Background: an optimization exercise with open tools, aiming at small area, a short achievable clock period and few clock cycles per item. Do not read the settings as production practice. The RTL was checked by simulation tests, not by an equivalence proof against the original design. Power figures rest on the tool's default switching activity, not on a simulated workload.

===== flow/config.mk =====
export PLATFORM = sky130hd
export DESIGN_NAME = connection_searcher
export DESIGN_NICKNAME = connection_searcher
export VERILOG_FILES = /design/flow/design.v
export SDC_FILE = /design/flow/constraint.sdc
export NUM_CORES = 4
export LEC_CHECK = 0
export CAP_MARGIN = 20
export CORE_MARGIN = 2
export CORE_UTILIZATION = 35
export SLEW_MARGIN = 20

===== flow/constraint.sdc =====
create_clock -name core_clock -period 5.5 [get_ports {clk}]
set_input_delay 1.1000 -clock core_clock [delete_from_list [all_inputs] [get_ports {clk}]]
set_output_delay 1.1000 -clock core_clock [all_outputs]
set_load 0.01 [all_outputs]

===== flow/design.v =====
`default_nettype none
package conn_pkg;
	localparam logic [1:0] PKT_TAIL = 2'b10;  
	localparam logic [5:0] FLAG_FIN = 6'h01;
	localparam logic [5:0] FLAG_SYN = 6'h02;
	localparam logic [5:0] FLAG_RST = 6'h04;
	localparam logic [5:0] FLAG_ACK = 6'h10;
	typedef struct packed {
		logic [31:0] src_ip;
		logic [31:0] dst_ip;
		logic [15:0] src_port;
		logic [15:0] dst_port;
	} flow_key_t;  
	typedef logic [5:0] tcp_flags_t;
	typedef struct packed {
		flow_key_t  key;
		tcp_flags_t flags;
	} key_rec_t;  
	typedef struct packed {
		logic [1:0]  hd_tag;  
		logic [3:0]  spare;
		flow_key_t   flow_key;
		tcp_flags_t  tcp_flags;
		logic [25:0] rest;  
	} meta_t;  
	typedef logic [8:0]  conn_idx_t;  
	typedef logic [15:0] sim_key_t;
	typedef struct packed {
		logic      valid;
		sim_key_t  sim_key;
		logic [6:0] spare;
		conn_idx_t idx;
	} hash_entry_t;  
	typedef enum logic [1:0] {
		CLOSED      = 2'd0,
		REQUESTED   = 2'd1,
		ESTABLISHED = 2'd2
	} tcp_state_e;
	typedef struct packed {
		flow_key_t  flow_key;
		logic       dir;  
		tcp_state_e cli_state;
		tcp_state_e ser_state;
		conn_idx_t  next_idx;  
	} conn_entry_t;  
	typedef struct packed {
		logic        aging;  
		conn_entry_t entry;
	} conn_read_t;
	typedef struct packed {
		logic forward;  
		logic pkt_in;
		logic reserved;
		logic conn_start;
		logic conn_end;
		logic state_change;
		logic time_out;  
		logic conn_setup;
		logic new_flow;
		logic every_pkt;
	} event_map_t;
	typedef struct packed {
		logic [2:0] zero;
		logic       dir;
		tcp_state_e cli_state;
		tcp_state_e ser_state;
	} conn_state_t;
	typedef struct packed {
		logic [15:0] flow_id;  
		conn_state_t state;
		logic [7:0]  events;  
	} pkt_in_info_t;
endpackage
`default_nettype wire
`timescale 1ns/1ps
`default_nettype none
module connection_searcher (
	input  wire              clk,
	input  wire              reset,
	input  wire              meta_valid,
	input  conn_pkg::meta_t             meta,
	output logic             hash_valid,
	output conn_pkg::conn_idx_t        hash_1,
	output conn_pkg::conn_idx_t        hash_2,
	input  conn_pkg::hash_entry_t       hash_entry_1,
	input  conn_pkg::hash_entry_t       hash_entry_2,
	output logic             conn_rd,
	output logic             conn_wr,
	output logic             aging_wr,
	output conn_pkg::conn_idx_t        conn_idx,
	output conn_pkg::conn_entry_t      conn_wdata,
	input  conn_pkg::conn_read_t        conn_rdata,
	output logic             event_valid,
	output conn_pkg::event_map_t       events,
	output conn_pkg::pkt_in_info_t     pkt_in_info
);
	localparam int NW = 8;  
	localparam int WB = 3;
	localparam int QD = 32 - NW;  
	localparam int QB = 5;
	logic        hdr_skip;  
	logic        is_header;
	logic [15:0] fold_src;
	logic [15:0] fold_dst;
	logic        hv1, hv2;  
	logic [15:0] sk0, sk1, sk2;  
	logic        hit1, hit2;
	logic [8:0]  bidx;
	assign is_header = meta_valid && !hdr_skip;
	assign fold_src = meta.flow_key.src_ip[15:0] ^ meta.flow_key.src_port;
	assign fold_dst = meta.flow_key.dst_ip[15:0] ^ meta.flow_key.dst_port;
	assign hit1 = hash_entry_1.valid && (hash_entry_1.sim_key == sk2);
	assign hit2 = hash_entry_2.valid && (hash_entry_2.sim_key == sk2);
	assign bidx = hit1 ? hash_entry_1.idx : hit2 ? hash_entry_2.idx : 9'd0;  
	always_ff @(posedge clk or negedge reset) begin
		if (!reset) begin
			hdr_skip <= 1'b0;
			hash_valid <= 1'b0;
			hv1 <= 1'b0;
			hv2 <= 1'b0;
		end else begin
			if (meta_valid) hdr_skip <= (meta.hd_tag != conn_pkg::PKT_TAIL);
			hash_valid <= is_header;
			hv1 <= hash_valid;
			hv2 <= hv1;
		end
	end
	always_ff @(posedge clk) begin
		if (is_header) begin
			hash_1 <= fold_src[8:0];
			hash_2 <= fold_dst[8:0];
			sk0 <= fold_src ^ fold_dst;
		end
		sk1 <= sk0;
		sk2 <= sk1;
	end
	logic [101:0] kmem [QD];  
	logic [8:0]   imem [QD];  
	logic [QB-1:0] kwp, iwp, rp;
	logic [QB:0]   icnt;  
	logic          alloc;
	logic [101:0]  hrec;
	logic [8:0]    hidx;
	function automatic logic [QB-1:0] qnext(input logic [QB-1:0] p);
		qnext = (p == QB'(QD - 1)) ? '0 : p + 1'b1;
	endfunction
	assign hrec = kmem[rp];
	assign hidx = imem[rp];
	always_ff @(posedge clk or negedge reset) begin
		if (!reset) begin
			kwp <= '0;
			iwp <= '0;
			rp <= '0;
			icnt <= '0;
		end else begin
			if (is_header) kwp <= qnext(kwp);
			if (hv2) iwp <= qnext(iwp);
			if (alloc) rp <= qnext(rp);
			case ({hv2, alloc})
				2'b10: icnt <= icnt + 1'b1;
				2'b01: icnt <= icnt - 1'b1;
				default: ;
			endcase
		end
	end
	always_ff @(posedge clk) begin
		if (is_header) kmem[kwp] <= {meta.flow_key, meta.tcp_flags};
		if (hv2) imem[iwp] <= bidx;
	end
	logic [NW-1:0]        busy;
	logic [NW-1:0]        done;
	logic [NW-1:0]        pend;  
	logic [NW-1:0]        live;  
	logic [NW-1:0]        stale;  
	logic [NW-1:0][95:0]  wkey;
	logic [NW-1:0][5:0]   wflg;
	logic [NW-1:0][8:0]   wcur;  
	logic [NW-1:0][8:0]   wnxt;  
	logic [NW-1:0]        wfwd;
	logic [NW-1:0]        wdir;
	logic [NW-1:0][3:0]   wst;  
	logic [NW-1:0]        wovr;  
	logic [WB-1:0] ap;  
	logic [WB-1:0] cp;  
	assign alloc = (icnt != '0) && !busy[ap];
	logic          commit;
	logic          cwrite;
	logic [NW-1:0] need;
	logic          rd_any;
	logic [WB-1:0] rd_w;
	logic          issue;
	assign commit = busy[cp] && done[cp];
	assign cwrite = commit && live[cp];
	assign need = busy & ~done & ~pend;
	always_comb begin
		logic [WB-1:0] j;
		rd_any = 1'b0;
		rd_w = '0;
		for (int i = NW - 1; i >= 0; i--) begin
			j = cp + WB'(i);
			if (need[j]) begin
				rd_any = 1'b1;
				rd_w = j;
			end
		end
	end
	assign issue = rd_any && !cwrite;
	logic          t1v, t2v, t3v, t4v;
	logic [WB-1:0] t1w, t2w, t3w, t4w;
	logic [95:0]   ckey;  
	logic [95:0]   rkey;
	logic [95:0]   rswap;
	logic          fhit, rhit, mhit;
	logic [8:0]    rnext;
	assign rkey = conn_rdata.entry.flow_key;
	assign rswap = {ckey[63:32], ckey[95:64], ckey[15:0], ckey[31:16]};
	assign fhit = (rkey == ckey);
	assign rhit = (rkey == rswap);
	assign mhit = fhit || rhit;
	assign rnext = conn_rdata.entry.next_idx;
	always_ff @(posedge clk or negedge reset) begin
		if (!reset) begin
			t1v <= 1'b0;
			t2v <= 1'b0;
			t3v <= 1'b0;
			t4v <= 1'b0;
		end else begin
			t1v <= issue;
			t2v <= t1v;
			t3v <= t2v;
			t4v <= t3v;
		end
	end
	always_ff @(posedge clk) begin
		t1w <= rd_w;
		t2w <= t1w;
		t3w <= t2w;
		t4w <= t3w;
		ckey <= wkey[t3w];
	end
	logic [3:0] snp_st;
	assign snp_st = {conn_wdata.cli_state, conn_wdata.ser_state};
	always_ff @(posedge clk or negedge reset) begin
		if (!reset) begin
			busy <= '0;
			done <= '0;
			pend <= '0;
			live <= '0;
			stale <= '0;
			ap <= '0;
			cp <= '0;
		end else begin
			if (alloc) ap <= ap + 1'b1;
			if (commit) cp <= cp + 1'b1;
			for (int w = 0; w < NW; w++) begin
				if (alloc && ap == WB'(w)) begin
					busy[w] <= 1'b1;
					done[w] <= (hidx == '0);
					pend[w] <= 1'b0;
					live[w] <= 1'b0;
					stale[w] <= 1'b0;
				end else begin
					if (commit && cp == WB'(w)) busy[w] <= 1'b0;
					if (issue && rd_w == WB'(w)) pend[w] <= 1'b1;
					if (t4v && t4w == WB'(w)) begin
						pend[w] <= 1'b0;
						if (mhit) begin
							done[w] <= 1'b1;
							if (conn_rdata.aging) stale[w] <= 1'b1;
							else live[w] <= 1'b1;
						end else if (rnext == '0) begin
							done[w] <= 1'b1;  
						end
					end
				end
			end
		end
	end
	always_ff @(posedge clk) begin
		for (int w = 0; w < NW; w++) begin
			if (alloc && ap == WB'(w)) begin
				wkey[w] <= hrec[101:6];
				wflg[w] <= hrec[5:0];
				wcur[w] <= hidx;
				wovr[w] <= 1'b0;
			end else if (t4v && t4w == WB'(w)) begin
				if (mhit) begin
					wfwd[w] <= fhit;
					wdir[w] <= conn_rdata.entry.dir;
					wnxt[w] <= rnext;
					if (conn_wr && conn_idx == wcur[w]) wst[w] <= snp_st;
					else if (!wovr[w]) wst[w] <= {conn_rdata.entry.cli_state, conn_rdata.entry.ser_state};
				end else begin
					wcur[w] <= rnext;  
					wovr[w] <= 1'b0;
				end
			end else if (conn_wr && conn_idx == wcur[w]) begin
				wst[w] <= snp_st;
				wovr[w] <= 1'b1;
			end
		end
	end
	logic [95:0] c_key;
	logic [5:0]  c_flg;
	logic [3:0]  c_st;
	logic [8:0]  c_cur;
	logic        c_dir;
	logic        c_side;
	logic [3:0]  n_st;
	logic        chg, ev_start, ev_end, ev_setup;
	logic [9:0]  live_ev;
	assign c_key = wkey[cp];
	assign c_flg = wflg[cp];
	assign c_st = (conn_wr && conn_idx == c_cur) ? snp_st : wst[cp];  
	assign c_cur = wcur[cp];
	assign c_dir = wdir[cp];
	assign c_side = wdir[cp] ^ !wfwd[cp];
	always_comb begin
		n_st = c_st;
		chg = 1'b0;
		ev_start = 1'b0;
		ev_end = 1'b0;
		ev_setup = 1'b0;
		if (!c_side) begin
			case (c_st[3:2])
				2'd1: begin
					if (c_flg == conn_pkg::FLAG_ACK) begin
						n_st = {2'd2, 2'd2};
						chg = 1'b1;
						ev_setup = 1'b1;
					end else if (c_flg[2]) begin
						n_st = {2'd0, 2'd0};
						chg = 1'b1;
						ev_end = 1'b1;
					end
				end
				2'd2: begin
					if (c_flg[0] || c_flg[2]) begin
						n_st[3:2] = 2'd0;
						if (c_flg[2]) n_st[1:0] = 2'd0;
						chg = 1'b1;
						ev_end = 1'b1;
					end
				end
				default: ;
			endcase
		end else begin
			case (c_st[1:0])
				2'd0: begin
					if (c_flg == (conn_pkg::FLAG_SYN | conn_pkg::FLAG_ACK)) begin
						n_st[1:0] = 2'd1;
						chg = 1'b1;
						ev_start = 1'b1;
					end
				end
				2'd2: begin
					if (c_flg[0]) begin
						n_st[1:0] = 2'd0;
						chg = 1'b1;
						ev_end = 1'b1;
					end
				end
				default: ;
			endcase
		end
	end
	assign live_ev = {3'b000, ev_start, ev_end, chg, 1'b0, ev_setup, 1'b0, 1'b1};
	logic [8:0] nxt_idx;
	assign nxt_idx = cwrite ? c_cur : wcur[rd_w];
	always_ff @(posedge clk or negedge reset) begin
		if (!reset) begin
			conn_rd <= 1'b0;
			conn_wr <= 1'b0;
			aging_wr <= 1'b0;
			event_valid <= 1'b0;
		end else begin
			conn_rd <= issue;
			conn_wr <= cwrite && chg;
			aging_wr <= cwrite;
			event_valid <= commit;
		end
	end
	always_ff @(posedge clk) begin
		conn_idx <= nxt_idx;
		if (cwrite) begin
			conn_wdata <= {(wfwd[cp] ? c_key : {c_key[63:32], c_key[95:64], c_key[15:0], c_key[31:16]}),
				c_dir, n_st, wnxt[cp]};
		end
		if (commit) begin
			if (live[cp]) begin
				events <= live_ev;
				pkt_in_info <= {7'd0, c_cur, 3'd0, c_dir, n_st, live_ev[7:0]};
			end else begin
				events <= 10'h102;
				pkt_in_info <= {7'd0, (stale[cp] ? c_cur : 9'd0), 8'd0, 8'h02};
			end
		end
	end
endmodule
`default_nettype wire

===== flow/run.sh =====
#!/bin/bash
# synth_recipe.tcl (not shown) runs the flow's synth.tcl, then flattens the netlist and writes it again
# the make line also repeats each setting of config.mk as NAME=value (left out here)
make -C /OpenROAD-flow-scripts/flow DESIGN_CONFIG=/design/flow/config.mk WORK_HOME=/design/flow/orfs CLKGATE_MAP_FILE= SYNTH_SCRIPT=/design/flow/synth_recipe.tcl finish

==> reports/qor.yml <==
run_status: "finished clean"
worstSetupEndpointType: "flip-flop"
cts_buffers: 419
ioPinCount: 498
synth-seq-cells: 4071
combPwrFrac_pct: 34.1
grt_pass1_wl_mm: 647
crit_buf_inv: 4
hold_slack_ps: 169
rsz0062_at_grt: "false"
crit_fanout: 51
root_buffer: "clkbuf_16"
power_frac_seq_pct: 39.3
worstPathArrival_ps: 5360
first_pass_iters: 7
tightest_slew_ps: 1260
worstPathRequired_ps: 6320
final.min_clock_period_ps: 4540
p_leak_uw: 0.0605
die_area_um2: 476000
dp_hpwl_mm: 288
period_share_pct: 82.5
cellPowerDensity_nw_per_um2: 547
rows: 251
synth_largest_area_cell: "edfxtp_1"
yosysWarnings: 1
yosysSeqAreaShare_pct: 73.0
ys.flop_type: "edfxtp_1"
n_fill_cell: 40600
die_y_um: 690
cap_violations: 0
critPathMaxStageDelay_ps: 660
cts_hold_buf: 0
initial_core_util_pct: 35.2
rr_startpoint: "cp[1]"
mostFrequentLayoutCell: "edfxtp_1"
worstSetupPathType: "flip-flop to flip-flop"
initialDrtViolationCount: 9562
placement.io_buffers: 438
cpMaxStageDelayCell: "buf_4"
seq_area_um2: 120000
peakVddDrop_v: 0.000877
synth_top_area_share_pct: 69.9
fmax_mhz: 220
place_ws_ps: 574
internal-power_uw: 70400
overflow: 0
swShare_pct: 33.3
final_nets: 8830
cts_tree: "done"
power_uw: 106000
fin_worst_skew_ps: 90.4
setup_viol: 0
fin_setup_tns_ps: 0
timing.slew.headroom_pct: 16.0
cts.reportedPaths.clkPinSlew_ps: 60
hp-class: "input pin to asynchronous set/reset pin"
drc_errors: 0
via_per_inst: 5.49
first_global_vias: 84200
synth_cell_types: 80
final_cell_mix: "3836 x edfxtp_1, 1236 x mux4_2, 436 x clkdlybuf4s50_1, 424 x clkbuf_16, 377 x mux2i_1"
netlist_instances: 7722
reg2reg_depth: 13
async_reset_ff_share_pct: 1.92
drv_slew: 0
grt_max_degree: 103
ctsLongestPathBuffers: 4
final-hold-violation-count: 0
syn_area_per_cell_um2: 21.3
p_switching_uw: 35200
crit_chain: "buf_4, ha_1, ha_1, inv_1, mux4_2, o21ai_1, a2111oi_2, a311oi_4, inv_4, nor3_4, buf_4, a22oi_1, a31o_1"
cp-start-kind: "flip-flop"
die_x_um: 690
core_um2: 468000
multiInputGateArea_um2: 42900
reg2reg_slack_ps: 960
clock_latency_ps: 1000
crit_family: "compound AO/OA/AOI/OAI gates"
worst_slack_ps: 962
gp_congestion: 0.854
antenna_found_initial: 78
area_growth_pct: 17.1
final_cells: 15100
clock-sinks: 4071
cts_resized: 0
post-cts-setup-buffers: 0
htree_num_levels: 5
synth_edf_count: 3836
wl_per_cell_um: 30.8
ant_nets: 0
routed_wl_mm: 463
synthTopCellsByArea: "edfxtp_1 70%, mux4_2 17%, mux2i_1 2.3%, dfxtp_1 1.9%, mux2_2 1.3%"
drive_gt1_share_pct: 28.0
vias: 82700
post-place-cells: 14300
synthesis.area_um2: 165000
r2r-end: "conn_idx[2]"
clock_power_share_pct: 26.6
track_usage_pct: 18.9
## flip-flops by register name, indices dropped and copies added (netlist names), 9 cells and up
name	count
sk0	16
wkey	768
kmem	2448
pkt_in_info	17
wflg	48
wcur	72
hash_1	9
sk1	16
hash_2	9
wst	32
conn_wdata	110
wnxt	72
sk2	16
conn_idx	9
imem	216
ckey	96
## metal layers
layer | track usage, % | vias to the layer above | wire length (µm)
li1 | - | 33700 | -
met1 | 26.4 | 44900 | 194000
met2 | 30.7 | 3403 | 221000
met3 | 4.15 | 635 | 39200
met4 | 3.61 | 48 | 8810
met5 | 0 | - | 316
## final cells by class
class | count | share of cell area (%)
clock buffer | 531 | 5.80
timing repair buffer | 768 | 4.23
antenna | 13 | 0.0169
tap | 6198 | 4.02
clock inverter | 249 | 1.25
inverter | 44 | 0.0979
multi-input combinational | 3182 | 22.2
sequential | 4071 | 62.4
## worst max-delay path by stage
stage / startpoint / endpoint / slack (ps) / cells past startpoint
floorplan: meta_valid / kmem[23][0] / -800 / 3
global placement: conn_rdata[55] / wnxt[0] / 470 / 11
detailed placement: conn_rdata[42] / wcur[28] / 570 / 10
CTS: cp[0] / pkt_in_info[10] / 970 / 11
global route: cp[0] / pkt_in_info[8] / 650 / 11
finish: cp[1] / conn_idx[2] / 960 / 13
## stage by stage
step,cell area (µm²),util (%)
after CTS,193000,41.2
after detailed placement,179000,38.3
after floorplan,165000,-
final,193000,41.2
after global routing,193000,41.2
after global placement,179000,38.3
## logic make-up (layout without fill, tap and decap cells)
family | Yosys count | count (layout) | share of synthesized area [%]
other | 1 | 28 | 0.00228
buffers and inverters | 483 | 1592 | 1.26
DFF | 4071 | 4071 | 73.0
muxes | 1806 | 1806 | 20.5
AOI/OAI and AO/OA | 306 | 306 | 1.16
adders and majority gates | 30 | 30 | 0.232
xor gates and xnor gates | 360 | 360 | 1.91
and+or+nand+nor | 665 | 665 | 1.93
## power groups by stage
| stage | logic, µW | clock network [µW] | registers [µW] |
|---|---|---|---|
| global route | 38400 | 29700 | 41700 |
| finish | 36000 | 28100 | 41500 |
| floorplan | 23500 | 0 | 40600 |
| detailed placement | 36100 | 0 | 42200 |
| CTS | 36200 | 28600 | 41500 |
| global placement | 35500 | 0 | 42000 |
## synth_stat cells, types with 4 or more instances
master / instances
buf_6: 5
o22ai_1: 4
mux4_2: 1236
edfxtp_1: 3836
buf_4: 32
xor2_1: 212
nor3b_2: 6
a31oi_1: 13
a22oi_1: 19
a211oi_1: 13
mux2i_1: 378
clkbuf_1: 233
ha_1: 29
a2bb2oi_1: 7
mux2_2: 189
nor2b_1: 8
o211ai_1: 6
a21o_1: 16
and2_1: 18
and2_0: 4
nand2_1: 175
nor4_1: 60
nand3_1: 13
o21a_1: 5
dfrtp_1: 78
o21ai_0: 34
xnor2_1: 148
a21oi_1: 146
or3_1: 9
nand2b_1: 10
or2_2: 6
nor3_1: 33
buf_2: 76
and3_1: 5
a221oi_1: 4
a31o_1: 9
inv_1: 42
buf_1: 92
nand4_1: 48
nor2_1: 246
dfxtp_1: 157
Testbench counts, summed over its fixed seeds: cycles 12,617, items 4,800.

re-timing with driven ports:
The results above use ideal ports. As a check the final layout listed here was re-extracted and re-timed, cells and wires unchanged. Step 1: set_driving_cell puts a clkbuf_16 on clk and a buf_2 on each other input, an assumption about the parent block. Step 2, shift: input delay + t, output delay - t, t = (earliest + latest rising clock arrival at the registers) / 2. This alone moves slack from input paths to output paths. a / b / c = no drivers / after step 1 / after step 2; a / b = the first two.
t, ns: 1.074
setup WS [ns]: 0.962 / 0.962 / 0.441
worst setup path after step 2: input to register
clock arrival spread, ns: 0.096 / 0.097
After both steps setup and hold are still met in this run. The setup slack of this run moves by 0.000 ns with the drivers and by -0.521 ns with both steps.
